What follows belongs to an exercise in optimizing a design on an open flow for small area; a production flow would make more cautious choices.
No functional check of the RTL was part of any run shown here.
Power and IR drop assume default switching activity.

===== flow/design.v =====
package band_pkg;
  localparam int DEFAULT_FREQ_W    = 32;
  localparam int DEFAULT_NUM_BANDS = 8;
endpackage
module band_gt2 (
  input  logic [1:0] a,
  input  logic [1:0] nb,
  input  logic       c,
  output logic       y
);
  logic t;
  assign t = (a[0] & nb[0]) | (a[0] & c) | (nb[0] & c);
  assign y = (a[1] & nb[1]) | (a[1] & t) | (nb[1] & t);
endmodule
module band_gt2_first #(
  parameter bit CI = 1'b0
) (
  input  logic [1:0] a,
  input  logic [1:0] nb,
  output logic       y
);
  logic t;
  assign t = CI ? (a[0] | nb[0]) : (a[0] & nb[0]);
  assign y = (a[1] & nb[1]) | (a[1] & t) | (nb[1] & t);
endmodule
module band_gt #(
  parameter int W  = 32,
  parameter bit GE = 1'b0
) (
  input  logic [W-1:0] a,
  input  logic [W-1:0] nb,
  output logic         gt
);
  logic [W/2:1] c;
  band_gt2_first #(.CI(GE)) u_first (.a(a[1:0]), .nb(nb[1:0]), .y(c[1]));
  for (genvar i = 1; i < W / 2; i++) begin : g_stage
    band_gt2 u_stage (.a(a[2*i+1:2*i]), .nb(nb[2*i+1:2*i]), .c(c[i]), .y(c[i+1]));
  end
  assign gt = c[W/2];
endmodule
module band_mux #(
  parameter int N = 7
) (
  input  logic [N-1:0] d,
  input  logic [N-1:0] s,
  output logic         y
);
  assign y = |(d & s);
endmodule
module band_nmux #(
  parameter int N = 7
) (
  input  logic [N-1:0] d,
  input  logic [N-1:0] s,
  output logic         ny
);
  assign ny = ~|(d & s);
endmodule
module band_add_bit #(
  parameter bit K = 1'b0
) (
  input  logic f,
  input  logic c,
  output logic s,
  output logic co
);
  assign s  = f ^ c ^ K;
  assign co = K ? (f | c) : (f & c);
endmodule
module band_add_const #(
  parameter int           W   = 32,
  parameter logic [W-1:0] K   = 1,
  localparam int          LSB = $clog2(K & -K)
) (
  input  logic [W-1:LSB] x,
  output logic [W-1:LSB] s,
  output logic           co
);
  logic [W:LSB+1] c;
  assign s[LSB]   = ~x[LSB];
  assign c[LSB+1] = x[LSB];
  for (genvar i = LSB + 1; i < W; i++) begin : g_bit
    band_add_bit #(.K(K[i])) u_bit (.f(x[i]), .c(c[i]), .s(s[i]), .co(c[i+1]));
  end
  assign co = c[W];
endmodule
module band_dom #(
  parameter int W = 16
) (
  input  logic [W-1:0] a,
  input  logic [W-1:0] nb,
  output logic         p
);
  assign p = &(a | nb);
endmodule
module band_gt_split #(
  parameter int W  = 32,
  parameter int L  = 16,
  parameter bit GE = 1'b0
) (
  input  logic [W-1:0] a,
  input  logic [W-1:0] nb,
  output logic         gt
);
  logic c_lo, g_hi, p_hi;
  band_gt  #(.W(L), .GE(GE)) u_lo (.a(a[L-1:0]), .nb(nb[L-1:0]), .gt(c_lo));
  band_gt  #(.W(W - L))      u_hi (.a(a[W-1:L]), .nb(nb[W-1:L]), .gt(g_hi));
  band_dom #(.W(W - L))      u_p  (.a(a[W-1:L]), .nb(nb[W-1:L]), .p(p_hi));
  assign gt = g_hi | (p_hi & c_lo);
endmodule
module band_match
#(
  parameter int  FREQ_W    = 32,
  parameter int  NUM_BANDS = 8,
  parameter int  HYST_HZ   = 10000,
  parameter int  HIT_SPLIT = 32,
  localparam int IDX_W     = $clog2(NUM_BANDS)
) (
  input  logic [FREQ_W-1:0]                freq,
  input  logic [NUM_BANDS-1:1][FREQ_W-1:0] lo,
  input  logic [NUM_BANDS-1:1][FREQ_W-1:0] hi,
  input  logic [NUM_BANDS-1:1]             en,
  input  logic [IDX_W-1:0]                 cur_band,
  output logic [NUM_BANDS-1:1]             hit,
  output logic                             hyst
);
  localparam logic [FREQ_W-1:0] HYST = FREQ_W'(HYST_HZ);
  localparam int HLSB = $clog2(HYST & -HYST);
  logic [FREQ_W-1:0]    nfreq;
  logic [NUM_BANDS-1:1] lo_gt, hi_gt;
  assign nfreq = ~freq;
  for (genvar k = 1; k < NUM_BANDS; k++) begin : g_band
    if (HIT_SPLIT < FREQ_W) begin : g_split
      band_gt_split #(.W(FREQ_W), .L(HIT_SPLIT)) u_lo (.a(lo[k]), .nb(nfreq), .gt(lo_gt[k]));
      band_gt_split #(.W(FREQ_W), .L(HIT_SPLIT)) u_hi (.a(hi[k]), .nb(nfreq), .gt(hi_gt[k]));
    end else begin : g_ripple
      band_gt #(.W(FREQ_W)) u_lo (.a(lo[k]), .nb(nfreq), .gt(lo_gt[k]));
      band_gt #(.W(FREQ_W)) u_hi (.a(hi[k]), .nb(nfreq), .gt(hi_gt[k]));
    end
    assign hit[k] = en[k] & ~lo_gt[k] & hi_gt[k];
  end
  logic [NUM_BANDS-1:1] cur_oh;
  logic [FREQ_W-1:0]    ncur_lo, cur_hi;
  logic [FREQ_W-1:0]    f_plus, nf_minus;
  logic                 plus_co, f_lt_h, win_lo_ge, win_hi_gt;
  for (genvar k = 1; k < NUM_BANDS; k++) begin : g_cur
    assign cur_oh[k] = (cur_band == IDX_W'(k));
  end
  for (genvar i = 0; i < FREQ_W; i++) begin : g_mux
    logic [NUM_BANDS-1:1] lo_i, hi_i;
    for (genvar k = 1; k < NUM_BANDS; k++) begin : g_k
      assign lo_i[k] = lo[k][i];
      assign hi_i[k] = hi[k][i];
    end
    band_nmux #(.N(NUM_BANDS - 1)) u_lo (.d(lo_i), .s(cur_oh), .ny(ncur_lo[i]));
    band_mux  #(.N(NUM_BANDS - 1)) u_hi (.d(hi_i), .s(cur_oh), .y(cur_hi[i]));
  end
  assign f_plus[HLSB-1:0]   = freq[HLSB-1:0];
  assign nf_minus[HLSB-1:0] = nfreq[HLSB-1:0];
  band_add_const #(.W(FREQ_W), .K(HYST)) u_plus (
    .x(freq[FREQ_W-1:HLSB]), .s(f_plus[FREQ_W-1:HLSB]), .co(plus_co));
  band_add_const #(.W(FREQ_W), .K(HYST)) u_minus (
    .x(nfreq[FREQ_W-1:HLSB]), .s(nf_minus[FREQ_W-1:HLSB]), .co(f_lt_h));
  band_gt_split #(.W(FREQ_W), .GE(1'b1)) u_win_lo (.a(f_plus), .nb(ncur_lo),  .gt(win_lo_ge));
  band_gt_split #(.W(FREQ_W))            u_win_hi (.a(cur_hi), .nb(nf_minus), .gt(win_hi_gt));
  assign hyst = |(en & cur_oh)
             && (plus_co || win_lo_ge)
             && (freq != '1)
             && (f_lt_h || win_hi_gt);
endmodule
module band_filter_sequencer
#(
  parameter int  FREQ_W        = 32,
  parameter int  NUM_BANDS     = 8,
  parameter int  BREAK_CYCLES  = 4,
  parameter int  SETTLE_CYCLES = 8,
  parameter int  HYST_HZ       = 10000,
  localparam int IDX_W         = $clog2(NUM_BANDS)
) (
  input  logic                 clock,
  input  logic                 reset,
  input  logic [FREQ_W-1:0]    frequency,
  input  logic                 freq_valid,
  input  logic                 tx,
  input  logic                 tbl_we,
  input  logic [IDX_W-1:0]     tbl_addr,
  input  logic [FREQ_W-1:0]    tbl_lo,
  input  logic [FREQ_W-1:0]    tbl_hi,
  input  logic                 tbl_en,
  output logic [NUM_BANDS-1:0] filt_sel,
  output logic                 mute,
  output logic                 busy
);
  localparam int SEQ_MAX = SETTLE_CYCLES + BREAK_CYCLES;
  localparam int SEQ_W   = $clog2(SEQ_MAX + 1);
  localparam logic [SEQ_W-1:0] SEQ_BRK  = SEQ_W'(SEQ_MAX);
  localparam logic [SEQ_W-1:0] SEQ_LAST = SEQ_W'(SETTLE_CYCLES + 1);
  logic [FREQ_W-1:0]                freq_q;
  logic [NUM_BANDS-1:1][FREQ_W-1:0] lo_q, hi_q;
  logic [NUM_BANDS-1:1]             en_q;
  logic [IDX_W-1:0]                 cur_q;
  logic [SEQ_W-1:0]                 seq_q;
  logic                             in_break;
  logic [NUM_BANDS-1:1]             hit, hit_q;
  logic                             hyst;
  logic [IDX_W-1:0]                 hcur_q, prio, cand_q;
  band_match #(
    .FREQ_W    (FREQ_W),
    .NUM_BANDS (NUM_BANDS),
    .HYST_HZ   (HYST_HZ)
  ) u_match (
    .freq     (freq_q),
    .lo       (lo_q),
    .hi       (hi_q),
    .en       (en_q),
    .cur_band (cur_q),
    .hit      (hit),
    .hyst     (hyst)
  );
  always_comb begin
    prio = '0;
    for (int k = NUM_BANDS - 1; k >= 1; k--)
      if (hit_q[k]) prio = IDX_W'(k);
  end
  always_ff @(posedge clock) begin
    for (int k = 1; k < NUM_BANDS; k++) begin
      if (tbl_we && tbl_addr == IDX_W'(k)) begin
        lo_q[k] <= tbl_lo;
        hi_q[k] <= tbl_hi;
      end
    end
  end
  assign in_break = (seq_q > SEQ_W'(SETTLE_CYCLES));
  always_ff @(posedge clock) begin
    if (reset) begin
      freq_q <= '0;
      en_q   <= '0;
      cur_q  <= '0;
      seq_q  <= '0;
      hit_q  <= '0;
      hcur_q <= '0;
      cand_q <= '0;
    end else begin
      hit_q  <= tx ? '0 : hit;
      hcur_q <= (hyst && !tx) ? cur_q : '0;
      cand_q <= (hcur_q != '0) ? hcur_q : prio;
      if (freq_valid) freq_q <= frequency;
      for (int k = 1; k < NUM_BANDS; k++)
        if (tbl_we && tbl_addr == IDX_W'(k)) en_q[k] <= tbl_en;
      if (in_break) begin
        seq_q <= seq_q - SEQ_W'(1);
        if (seq_q == SEQ_LAST) cur_q <= cand_q;
      end else if (cand_q != cur_q) begin
        seq_q <= SEQ_BRK;
      end else if (seq_q != '0) begin
        seq_q <= seq_q - SEQ_W'(1);
      end
    end
  end
  assign filt_sel = in_break ? '0 : (NUM_BANDS'(1) << cur_q);
  assign mute     = (seq_q != '0);
  assign busy     = (seq_q != '0);
endmodule

===== flow/run.sh =====
#!/bin/bash
# synth_recipe.tcl (not shown) runs the flow's synth.tcl, then flattens the netlist and writes it again
# the make line also repeats each setting of config.mk as NAME=value (left out here)
make -C /OpenROAD-flow-scripts/flow DESIGN_CONFIG=/design/flow/config.mk WORK_HOME=/design/flow/orfs CLKGATE_MAP_FILE= SYNTH_SCRIPT=/design/flow/synth_recipe.tcl finish

===== flow/config.mk =====
export PLATFORM = sky130hd
export DESIGN_NAME = band_filter_sequencer
export DESIGN_NICKNAME = band_filter_sequencer
export VERILOG_FILES = /design/flow/design.v
export SDC_FILE = /design/flow/constraint.sdc
export NUM_CORES = 4
export LEC_CHECK = 0
export CAP_MARGIN = 20
export CORE_MARGIN = 2
export CORE_UTILIZATION = 40
export SLEW_MARGIN = 20
export SYNTH_HIERARCHICAL = 1
export SYNTH_MINIMUM_KEEP_SIZE = 0

===== flow/constraint.sdc =====
create_clock -name core_clock -period 6.5 [get_ports {clock}]
set_input_delay 1.3000 -clock core_clock [delete_from_list [all_inputs] [get_ports {clock}]]
set_output_delay 1.3000 -clock core_clock [all_outputs]
set_load 0.01 [all_outputs]

==> summary.txt, run 1 <==
Longest Clk Path Bufs 3; Post-DP Area 27100 µm²; cells after synthesis 2157; P_int 5.70 mW; DRC Markers 0; Seq/Total Area, Yosys 60.6%; Syn Nets 2319; synth top area cells edfxtp_1 56%, o22ai_1 6.6%, a21oi_1 5.5%; clock root buffer clkbuf_16; RSZ-0062 raised after global routing true; crit-path most repeated cell ha_4; Final setup viols 0; library cells used by synthesis 45; first-pass GRT wire length 111000 µm; multi-input combinational cell area 10400 µm²; vias per cell 6.28; main combinational cell family by area after synthesis compound AO/OA/AOI/OAI gates; Net Sw Frac 24.8%; NetSw 1.88 mW; grt peak-use layer met2; Die W 250 µm; EDFF count, synth 448; most numerous cell in the Yosys netlist edfxtp_1; crit path DAT 6.80 ns; Layout area overhead 23.0%; Post-DP HPWL 51000 µm; Post-Synth XOR/XNOR Area 0.181%; CP max FO 3; CTS tree built; share of layout cells above drive strength 1 15.5%; Mapped Area 24200 µm²; # clock sinks 507; Reg power frac 49.7%; core area 60000 µm²; gpl congestion 0.884; Seq cells post-synth 507; Worst slew margin 25.8%; filler instances 5228; leakage 9.82 nW; DIE HEIGHT 250 µm; number of hold buffers added after cts 0; final period utilization 96.0%; H-tree Lvls 2; cell family with most CP delay adder cells; Worst EP required 7.06 ns; global routing usage on met1 31.8%; Final Critical Period 6.24 ns; Yosys top cell area share 55.7%; Starting DRT DRC Count 2004; largest net degree at the start of global routing 66; largest area contributor in the netlist edfxtp_1; Power Dens Cells 255 nW/µm²; crit start category flop; hold endpoint en_q[6]$_SDFFE_PP0P_; R2R depth 45; syn_area_per_cell 11.2 µm²; combinational power share 11.2%; WHS Path Cells 2; antenna violations before repair 1; vias in the first global route 18800; FF-to-FF setup slack 0.26 ns; area of the die 62400 µm²; outcome complete, no violations; # diodes 0; fin nets 2547; CP Capture Type flop; Post-Synth Simple-Gate Area 8.46%; Wirelength per Cell 23.4 µm; Initial Util 40.3%; met3 usage 4.08%; ys flop type edfxtp_1; Adder-Cell Fraction of Synth Area 2.95%; Critical R2R Launch freq_q[5]$_SDFFE_PP0P_; wirelength, routed 75000 µm; fin area 29700 µm²; Yosys warning count 7; CP max stage delay 0.35 ns; standard-cell rows 90; fmax 160 MHz; asr flop ratio synth 0%; Setup Crit Path Kind flop to flop; final worst slack 0.258 ns; Peak VDD IR 0.000253 V; Final Hold Slack 0.515 ns; clock network power share 39.1%; total via count in the routed design 20100; pre-CTS WS -0.330 ns; slowest CP cell dfxtp_2; CP bufs+invs 10; Least-Margin Pin Slew 1.11 ns; # IOs 115; Max Slew Vio Count 0; cts bufs inserted 55; clk latency of the worst-skew pair 0.63 ns; hold path startpoint en_q[6]$_SDFFE_PP0P_; met2 usage 37.6%; max cap viols 0; Pre-antenna DRT Iters 9; mux cell area share after synthesis 1.63%; Post-synth top cells 448 x edfxtp_1, 267 x a21oi_1, 262 x nand2_1; antenna violation net count after detailed routing 0; reg2reg end hcur_q[1]$_SDFF_PP0_; Final Hold Viols 0; Setup Skew 0.0209 ns; worst min-delay path class flop to flop; Congestion Overflow GR 0; Synth Area in Compound Gates 24.8%; Clk pin slew, worst setup/hold paths 0.06 ns; Port Buffers 114; total track usage 23.1%; Sequential Area 14600 µm²
-- tightest hold or removal path: stages, from the launching register on --
cell	delay [ns]
dfxtp_1	0.33
o21ai_0	0.08
a21oi_1	0.06
-- power by group through the flow --
stage          sequential [mW]  combinational, mW  clock [mW]
3_3_place_gp              3.83              0.738           0
5_1_grt                   3.78              0.928        3.14
3_5_place_dp              3.83              0.760           0
4_1_cts                   3.77              0.779        3.01
2_1_floorplan             3.81              0.460           0
6_report                  3.77              0.848        2.96
-- flip-flops by register name (all words and copies together) (netlist names) --
signal,count
seq_q,4
lo_q,224
cur_q,3
hit_q,7
hcur_q,3
cand_q,3
en_q,7
freq_q,32
hi_q,224
-- per-module statistics from Yosys (local to each module, per instance), a selection --
| module | area [µm²] | flops+latches | times used | cells |
|---|---|---|---|---|
| band_filter_sequencer | 15800 | 507 | 1 | 704 |
| band_gt2 | 20.0 | 0 | 238 | 4 |
-- per-stage QoR --
| stage | utilization (%) | setup TNS, ns | power [mW] | std cells |
|---|---|---|---|---|
| global placement | 45.1 | -0.780 | 4.56 | 3108 |
| detailed placement | 45.1 | -1.16 | 4.59 | 3108 |
| CTS | 48.2 | 0 | 7.56 | 3208 |
| finish | 49.5 | 0 | 7.58 | 3209 |
| floorplan | - | 0 | 4.27 | 2157 |
| global route | 49.5 | -0.633 | 7.85 | 3209 |
-- worst max path at each step --
stage	slack, ns	endpoint	start	depth (start not counted)
finish	0.26	hcur_q[1]$_SDFF_PP0_	freq_q[5]$_SDFFE_PP0P_	45
global route	-0.20	hit_q[7]$_SDFF_PP0_	freq_q[0]$_SDFFE_PP0P_	39
CTS	0.003	hcur_q[0]$_SDFF_PP0_	freq_q[5]$_SDFFE_PP0P_	45
detailed placement	-0.33	hcur_q[0]$_SDFF_PP0_	freq_q[4]$_SDFFE_PP0P_	43
global placement	-0.26	hcur_q[2]$_SDFF_PP0_	freq_q[4]$_SDFFE_PP0P_	43
floorplan	0.002	en_q[4]$_SDFFE_PP0P_	tbl_we	4
-- cells in the final DEF, fill, tap and decap left out, types with 12 or more instances in the layout --
cell / Yosys / routed
and3_1: 37 / 37
nor2_1: 94 / 85
clkbuf_1: 6 / 12
a31oi_1: 19 / 19
clkinv_1: 0 / 12
clkdlybuf4s50_1: 0 / 112
a222oi_1: 64 / 64
o21ai_1: 239 / 109
ha_4: 0 / 38
inv_1: 70 / 63
o22ai_2: 0 / 13
o22ai_1: 255 / 242
buf_4: 1 / 64
a22oi_1: 128 / 128
ha_2: 0 / 14
o21ai_2: 0 / 130
edfxtp_1: 448 / 448
clkbuf_16: 0 / 55
nand3_1: 32 / 32
a21oi_1: 267 / 265
dfxtp_1: 59 / 57
mux2i_1: 36 / 36
nand2_1: 262 / 262
-- what timing repair did --
item / CTS / global route
setup endpoints to repair: 8 / 10
gates cloned: 0 / 0
pin swaps: 5 / 67
setup buffers: 1 / 0
gates resized for setup: 26 / 184
-- layer usage --
metal / wire length (µm) / part of all wire (%)
met1: 31800 / 42
met2: 35100 / 47
met3: 6350 / 8.5
met4: 1670 / 2.2
met5: 13 / 0.017
-- cell type report --
type                    count  area share [%]
flip-flops and latches    507            49.2
multi-input cells        1563            34.9
repair buffers            187            5.95
clock buffers              71            4.97
well taps                 782            3.29
inverters                  71           0.918
clock inverters            28           0.749
-- cells by family after synthesis --
group,count (synthesis)
and+or+nand+nor,471
xor gates and xnor gates,5
adders and majority gates,57
muxes,38
buffers and inverters,87
DFF,507
AOI/OAI and AO/OA,992
==> run 2, diff against run 1 <==
--- a/flow/design.v
+++ b/flow/design.v
@@ -207,7 +207,8 @@
   band_match #(
     .FREQ_W    (FREQ_W),
     .NUM_BANDS (NUM_BANDS),
-    .HYST_HZ   (HYST_HZ)
+    .HYST_HZ   (HYST_HZ),
+    .HIT_SPLIT (20)
   ) u_match (
     .freq     (freq_q),
     .lo       (lo_q),
==> run 2 against run 1 <==
  * Critical path depth did not move
  * Via count rose by 7.2%
  * Setup slack lost 0.091 ns
  * Combinational power is 4.1% higher
  * Clock power grew 4%
  * Sequential power is essentially flat
  * Synthesized cell count grew 6.5%
  * Sequential share of layout area decreased by 0.47 points
  * Worst hold slack worse by 0.014 ns
  * Synthesized area increased by 3.3%
  * Clock skew rose by 0.011 ns
  * Wire length is 15% higher
  * Critical endpoint is now hcur_q[2]$_SDFF_PP0_
==> summary.txt, run 2 <==
Wirelength per Cell 25.4 µm; first-pass GRT wire length 126000 µm; # IOs 115; Post-synth top cells 448 x edfxtp_1, 325 x o22ai_1, 267 x a21oi_1; area of the die 64400 µm²; # clock sinks 507; outcome complete, no violations; clock network power share 39.7%; crit path DAT 6.91 ns; fmax 158 MHz; synth top area cells edfxtp_1 54%, o22ai_1 8.1%, a21oi_1 5.4%; clk latency of the worst-skew pair 0.64 ns; CP max stage delay 0.35 ns; final period utilization 97.4%; crit-path most repeated cell ha_4; Peak VDD IR 0.000213 V; Layout area overhead 20.2%; Longest Clk Path Bufs 3; Final setup viols 0; combinational power share 11.4%; Syn Nets 2459; total via count in the routed design 21600; library cells used by synthesis 45; Die W 254 µm; Least-Margin Pin Slew 1.03 ns; Starting DRT DRC Count 2798; Final Total Pwr 7.75 mW; Net Sw Frac 25.3%; CP Capture Type flop; Final Critical Period 6.33 ns; asr flop ratio synth 0%; Power Dens Cells 258 nW/µm²; H-tree Lvls 2; Pre-antenna DRT Iters 9; CP max FO 3; worst min-delay path class flop to flop; Congestion Overflow GR 0; standard-cell rows 91; Seq/Total Area, Yosys 58.6%; largest area contributor in the netlist edfxtp_1; Regs by FF count hi_q (224), lo_q (224), freq_q (32); Clk pin slew, worst setup/hold paths 0.06 ns; Port Buffers 114; gpl congestion 0.902; clock root buffer clkbuf_16; most numerous cell in the Yosys netlist edfxtp_1; Seq cells post-synth 507; most common cell after layout, fill and taps aside edfxtp_1; largest net degree at the start of global routing 61; DRC Markers 0; antenna violation net count after detailed routing 0; P_int 5.79 mW; wirelength, routed 86100 µm; placed insts 3283; Max Slew Vio Count 0; share of layout cells above drive strength 1 8.47%; Post-DP HPWL 57400 µm; filler instances 5571; RSZ-0062 raised after global routing true; crit start category flop; vias per cell 6.37; Setup Crit Path Kind flop to flop; Non-Filler Instances 3388; vias in the first global route 20500; cts bufs inserted 55; Worst EP required 7.08 ns; core area 61700 µm²; Final Hold Viols 0; Yosys warning count 7; antenna violations before repair 2; max cap viols 0; NetSw 1.96 mW; most frequent cells in the layout 448 x edfxtp_1, 321 x o22ai_1, 266 x a21oi_1; cells after synthesis 2297; CTS tree built; EDFF count, synth 448; fin nets 2667; Setup Skew 0.0318 ns; # diodes 0; Worst slew margin 31.3%; syn_area_per_cell 10.9 µm²; Mapped Area 25000 µm²; Initial Util 40.5%; leakage 9.88 nW; DIE HEIGHT 254 µm; Final Hold Slack 0.500 ns; slowest CP cell dfxtp_2; total track usage 26.2%; Reg power frac 48.9%; Yosys top cell area share 53.9%; number of hold buffers added after cts 0; ys flop type edfxtp_1
run 2: per-stage QoR:
step / setup WS (ns) / utilization [%] / TNS, ns / area, µm²
floorplan: 0.00206 / - / 0 / 25200
global placement: -0.350 / 45.1 / -1.05 / 27800
detailed placement: -0.433 / 45.1 / -1.29 / 27800
CTS: 0.000279 / 48.2 / 0 / 29800
global route: -0.0706 / 48.6 / -0.203 / 30000
finish: 0.167 / 48.6 / 0 / 30000
run 2: final cells by class:
| cell class | instances | area [µm²] | area share (%) |
|---|---|---|---|
| clock buffer | 73 | 1440 | 4.81 |
| timing repair buffer | 167 | 1600 | 5.33 |
| tap | 837 | 1050 | 3.49 |
| sequential | 507 | 14600 | 48.8 |
| multi-input combinational | 1703 | 10700 | 35.6 |
| clock inverter | 30 | 314 | 1.05 |
| inverter | 71 | 273 | 0.909 |
run 2: routing by layer:
layer  GRT usage, %  wire, µm
met3           3.67      7340
met5              0        27
met1           35.0     35000
met2           43.6     41200
met4           9.06      2580
run 2: timing repair:
action,4_1_cts,5_1_grt
resized for setup,41,34
buffers inserted,1,1
pin swaps,16,10
endpoints found under the setup margin,3,3
run 2: worst paths after layout:
kind,start,end,slack [ns],depth (start not counted)
hold reg to reg,en_q[3]$_SDFFE_PP0P_,en_q[3]$_SDFFE_PP0P_,0.50,2
hold / removal,en_q[3]$_SDFFE_PP0P_,en_q[3]$_SDFFE_PP0P_,0.50,2
setup / recovery,freq_q[5]$_SDFFE_PP0P_,hcur_q[2]$_SDFF_PP0_,0.17,45
setup reg to reg,freq_q[5]$_SDFFE_PP0P_,hcur_q[2]$_SDFF_PP0_,0.17,45
run 2: power groups by stage:
stage	clock network, mW	registers [mW]	logic [mW]
3_5_place_dp	0	3.85	0.835
6_report	3.07	3.79	0.883
2_1_floorplan	0	3.82	0.516
5_1_grt	3.26	3.80	0.962
3_3_place_gp	0	3.85	0.814
4_1_cts	3.13	3.79	0.856
run 2: cell families (layout without fill, tap and decap cells):
| kind of cell | count (synthesis) | after routing | synth area share (%) |
|---|---|---|---|
| AO/OA/AOI/OAI | 1076 | 1076 | 26.2 |
| XOR/XNOR | 5 | 5 | 0.175 |
| adder cells (fa/ha/maj) | 57 | 57 | 2.86 |
| buffers and inverters | 87 | 341 | 1.41 |
| flip-flops | 507 | 507 | 58.6 |
| multiplexers | 38 | 38 | 1.58 |
| AND/OR/NAND/NOR | 527 | 527 | 9.17 |
run 2: worst max-delay path, delay by kind of cell, from the launching register on:
kind / cells / cell delay, ns
fa+ha+maj: 27 / 4.28
simple gates: 3 / 0.45
compound gates: 5 / 0.65
flops: 1 / 0.35
buf+inv: 10 / 0.57
run 2: modules after synthesis (local to each module, per instance), excerpt:
module | times used | area (µm²) | cells inside | flops+latches
band_filter_sequencer | 1 | 15800 | 704 | 507
band_gt2 | 224 | 20.0 | 4 | 0

static timing again, ports no longer ideal:
How much do the figures lean on ideal ports? The routed layouts below were timed once more, with nothing changed but the port constraints.
Step 1: set_driving_cell puts a clkbuf_16 on clock and a buf_2 on each other input, an assumption about the parent block.
Step 2 moves the port delays by t, midway between the first and last clock arrival at a register: inputs arrive t later, outputs are due t later. That takes back most of the time a late clock gives input paths.
Slacks: no drivers / after step 1 / after step 2; pairs: no drivers / after step 1.
| run | t, ns | setup WS [ns] | worst setup path after step 2 | latest minus earliest clock arrival (ns) | cell pins on the clock port's net |
|---|---|---|---|---|---|
| run 1 | 0.673 | 0.258 / 0.258 / 0.258 | register to register | 0.032 / 0.032 | 1 |
| run 2 | 0.686 | 0.167 / 0.167 / 0.167 | register to register | 0.035 / 0.036 | 1 |
After both steps setup and hold are still met in every run listed.
